This is an optimization exercise on Yosys and OpenROAD, whose aim is small area and few clock cycles per item, not a production implementation. Where RTL was checked, it was by simulation tests only, not by an equivalence proof against the original.

==> inputs of build 2 <==
## fir_stream_filter
module fir_stream_filter (
  input  logic               clk,
  input  logic               rst_n,
  input  logic               in_valid,
  output logic               in_ready,
  input  logic signed [15:0] in_data,
  output logic               out_valid,
  input  logic               out_ready,
  output logic signed [15:0] out_data,
  output logic               out_sat,
  input  logic               coef_we,
  input  logic [2:0]         coef_addr,
  input  logic signed [15:0] coef_wdata,
  input  logic               coef_swap,
  input  logic               flush
);
clock: 7.5 ns
lec_check: 0
abc_area: 1
cap_margin: 20
core_margin: 2
core_utilization: 55
slew_margin: 20
synth_hierarchical: 1
synth_minimum_keep_size: 0
run.sh (not shown) runs the stock make flow with config.mk's settings and CLKGATE_MAP_FILE= SYNTH_SCRIPT=/design/flow/synth_recipe.tcl, a recipe that flattens the netlist after the stock synthesis.
==> build 63: changes against build 2 <==
--- a/flow/design.v
+++ b/flow/design.v
@@ -12,59 +12,71 @@
   input  logic [2:0]         coef_addr,
   input  logic signed [15:0] coef_wdata,
   input  logic               coef_swap,
   input  logic               flush
 );
   logic        adv, accept;
   logic [15:0] shadow [8];
   logic [15:0] active [8];
+  logic [7:0]  sh_ok, act_ok;     
+  logic [7:0]  sh_ok_next;
   logic        swap_q;            
-  logic [15:0] xn [7];            
+  logic [15:0] x [7];             
   logic [6:0]  h_ok;              
   logic [15:0] ce [8];            
   logic [16:0] pp [8][8];         
   logic [7:0]  ng [8];            
   logic [34:0] row_a, row_b;
   logic        fits;
   assign adv      = !out_valid || out_ready;
   assign in_ready = adv && !flush && !swap_q;
   assign accept   = in_valid && in_ready;
+  always_comb begin
+    for (int k = 0; k < 8; k++) sh_ok_next[k] = sh_ok[k] || (coef_we && coef_addr == 3'(k));
+  end
   always_ff @(posedge clk) begin
     for (int k = 0; k < 8; k++) begin
-      if (!rst_n || (coef_we && coef_addr == 3'(k))) shadow[k] <= rst_n ? coef_wdata : 16'd0;
+      if (coef_we && coef_addr == 3'(k)) shadow[k] <= coef_wdata;
       if (swap_q) active[k] <= shadow[k];
     end
   end
   always_ff @(posedge clk or negedge rst_n) begin
-    if (!rst_n) swap_q <= 1'b1;
-    else swap_q <= coef_swap;
+    if (!rst_n) begin
+      sh_ok  <= '0;
+      act_ok <= '0;
+      swap_q <= 1'b0;
+    end else begin
+      sh_ok  <= sh_ok_next;
+      swap_q <= coef_swap;
+      if (swap_q) act_ok <= sh_ok;
+    end
   end
   always_ff @(posedge clk) begin
     if (accept) begin
-      xn[0] <= ~in_data;
-      for (int k = 1; k < 7; k++) xn[k] <= xn[k-1];
+      x[0] <= in_data;
+      for (int k = 1; k < 7; k++) x[k] <= x[k-1];
     end
   end
   always_ff @(posedge clk or negedge rst_n) begin
     if (!rst_n) h_ok <= '0;
     else if (flush) h_ok <= '0;
     else if (accept) h_ok <= {h_ok[5:0], 1'b1};
   end
   generate
     for (genvar k = 0; k < 8; k++) begin : g_tap
       logic [16:0] cx;      
       logic [16:0] xe;      
       logic [7:0]  one, two;
       if (k == 0) begin : g_new
-        assign ce[k] = active[k];
+        assign ce[k] = act_ok[k] ? active[k] : 16'd0;
         assign xe = {in_data[15], in_data};
       end else begin : g_old
-        assign ce[k] = h_ok[k-1] ? active[k] : 16'd0;
-        assign xe = ~{xn[k-1][15], xn[k-1]};
+        assign ce[k] = (act_ok[k] && h_ok[k-1]) ? active[k] : 16'd0;
+        assign xe = {x[k-1][15], x[k-1]};
       end
       assign cx = {ce[k], 1'b0};
       for (genvar j = 0; j < 8; j++) begin : g_dig
         assign ng[k][j] = cx[2*j+2];
         assign one[j] = cx[2*j+1] ^ cx[2*j];
         assign two[j] = (cx[2*j+2] ^ cx[2*j+1]) & ~one[j];
         for (genvar i = 0; i < 17; i++) begin : g_bit
           if (i == 0) begin : g_lsb
==> trial 16: changes against build 2 <==
--- a/flow/design.v
+++ b/flow/design.v
@@ -14,56 +14,56 @@
   input  logic               coef_swap,
   input  logic               flush
 );
   logic        adv, accept;
   logic [15:0] shadow [8];
   logic [15:0] active [8];
   logic        swap_q;            
   logic [15:0] xn [7];            
-  logic [6:0]  h_ok;              
+  logic [2:0]  clr;               
   logic [15:0] ce [8];            
   logic [16:0] pp [8][8];         
   logic [7:0]  ng [8];            
   logic [34:0] row_a, row_b;
   logic        fits;
   assign adv      = !out_valid || out_ready;
-  assign in_ready = adv && !flush && !swap_q;
+  assign in_ready = adv && !flush && !swap_q && clr == 3'd0;
   assign accept   = in_valid && in_ready;
   always_ff @(posedge clk) begin
     for (int k = 0; k < 8; k++) begin
       if (!rst_n || (coef_we && coef_addr == 3'(k))) shadow[k] <= rst_n ? coef_wdata : 16'd0;
       if (swap_q) active[k] <= shadow[k];
     end
   end
   always_ff @(posedge clk or negedge rst_n) begin
     if (!rst_n) swap_q <= 1'b1;
     else swap_q <= coef_swap;
   end
   always_ff @(posedge clk) begin
-    if (accept) begin
-      xn[0] <= ~in_data;
+    if (accept || clr != 3'd0) begin
+      xn[0] <= (clr != 3'd0) ? 16'hffff : ~in_data;
       for (int k = 1; k < 7; k++) xn[k] <= xn[k-1];
     end
   end
   always_ff @(posedge clk or negedge rst_n) begin
-    if (!rst_n) h_ok <= '0;
-    else if (flush) h_ok <= '0;
-    else if (accept) h_ok <= {h_ok[5:0], 1'b1};
+    if (!rst_n) clr <= 3'd7;
+    else if (flush) clr <= 3'd7;
+    else if (clr != 3'd0) clr <= clr - 3'd1;
   end
   generate
     for (genvar k = 0; k < 8; k++) begin : g_tap
       logic [16:0] cx;      
       logic [16:0] xe;      
       logic [7:0]  one, two;
       if (k == 0) begin : g_new
         assign ce[k] = active[k];
         assign xe = {in_data[15], in_data};
       end else begin : g_old
-        assign ce[k] = h_ok[k-1] ? active[k] : 16'd0;
+        assign ce[k] = active[k];
         assign xe = ~{xn[k-1][15], xn[k-1]};
       end
       assign cx = {ce[k], 1'b0};
       for (genvar j = 0; j < 8; j++) begin : g_dig
         assign ng[k][j] = cx[2*j+2];
         assign one[j] = cx[2*j+1] ^ cx[2*j];
         assign two[j] = (cx[2*j+2] ^ cx[2*j+1]) & ~one[j];
         for (genvar i = 0; i < 17; i++) begin : g_bit
==> flow/config.mk (replaced) <==
export PLATFORM = sky130hd
export DESIGN_NAME = fir_stream_filter
export DESIGN_NICKNAME = fir_stream_filter
export VERILOG_FILES = /design/flow/design.v
export SDC_FILE = /design/flow/constraint.sdc
export NUM_CORES = 4
export LEC_CHECK = 0
export ABC_AREA = 1
export CAP_MARGIN = 10
export CORE_MARGIN = 2
export CORE_UTILIZATION = 55
export CTS_BUF_LIST = sky130_fd_sc_hd__clkbuf_16
export CTS_CLUSTER_DIAMETER = 100
export CTS_CLUSTER_SIZE = 25
export SLEW_MARGIN = 10
export SYNTH_HIERARCHICAL = 1
export SYNTH_MINIMUM_KEEP_SIZE = 0
==> summary of the runs <==
Die area: build 63 > trial 16 > build 2.
Critical path depth: trial 16 < build 63 < build 2.
Against trial 16, the worst setup slack of build 2 is lower by 0.075 ns.
Non-clock buffer count: build 63 < build 2 < trial 16.
The lowest via count belongs to trial 16, the highest to build 63.
==> figures <==
Run status: trial 16 finished clean; build 2 finished clean; build 63 finished clean
Maximum net fanout on the critical path: trial 16 22; build 2 14; build 63 16
Sequential cell count: trial 16 422; build 2 426; build 63 442
P&R area growth vs syn: trial 16 6.34%; build 2 7.94%; build 63 7.19%
Setup slack after placement: trial 16 -0.00154 ns; build 2 -0.0430 ns; build 63 0.00414 ns
Share of the final layout cell area in sequential cells: trial 16 21.0%; build 2 20.8%; build 63 20.6%
Full die area: trial 16 106000 µm²; build 2 106000 µm²; build 63 111000 µm²
Share of post-route cells with drive strength above 1: trial 16 9.68%; build 2 9.33%; build 63 11.5%
Max Fclk: trial 16 144 MHz; build 2 143 MHz; build 63 139 MHz
Multi-Input Combinational: trial 16 3855; build 2 3885; build 63 3844
DP Wirelength: trial 16 184000 µm; build 2 181000 µm; build 63 188000 µm
WL met1: trial 16 80000 µm; build 2 77400 µm; build 63 80700 µm
Count of non-filler cells in the finished layout: trial 16 6206; build 2 6278; build 63 6409
Testbench counts of trial 16, summed over its fixed seeds: cycles 8,256, items 8,192.
The RTL of build 2 and build 63 was laid out without a check of its function.

port drivers added, routing unchanged:
In the flow no input, the clock included, has a driving cell. The finished layouts below were timed again as built, in two steps. Step 1 assumes that a clkbuf_16 drives the clock port and a buf_2 every other input. Step 2, shift: input delay + t, output delay - t, t = (earliest + latest rising clock arrival at the registers) / 2. This alone moves slack from input paths to output paths. a / b / c = no drivers / after step 1 / after step 2; a / b = the first two.
run | t (ns) | setup slack, ns | worst data-port slew with drivers (ns) | pins driven straight from the clock port
build 2 | 0.744 | 0.501 / 0.501 / -0.073 | 0.03 | 1
build 63 | 0.758 | 0.300 / 0.300 / -0.067 | 0.05 | 1
trial 16 | 0.706 | 0.576 / 0.576 / -0.063 | 0.04 | 1
With both steps, setup timing fails in every run listed, where it was met with ideal ports. For trial 16, which loses most, drivers alone change the setup slack by 0.000 ns; drivers and shift together by -0.639 ns.
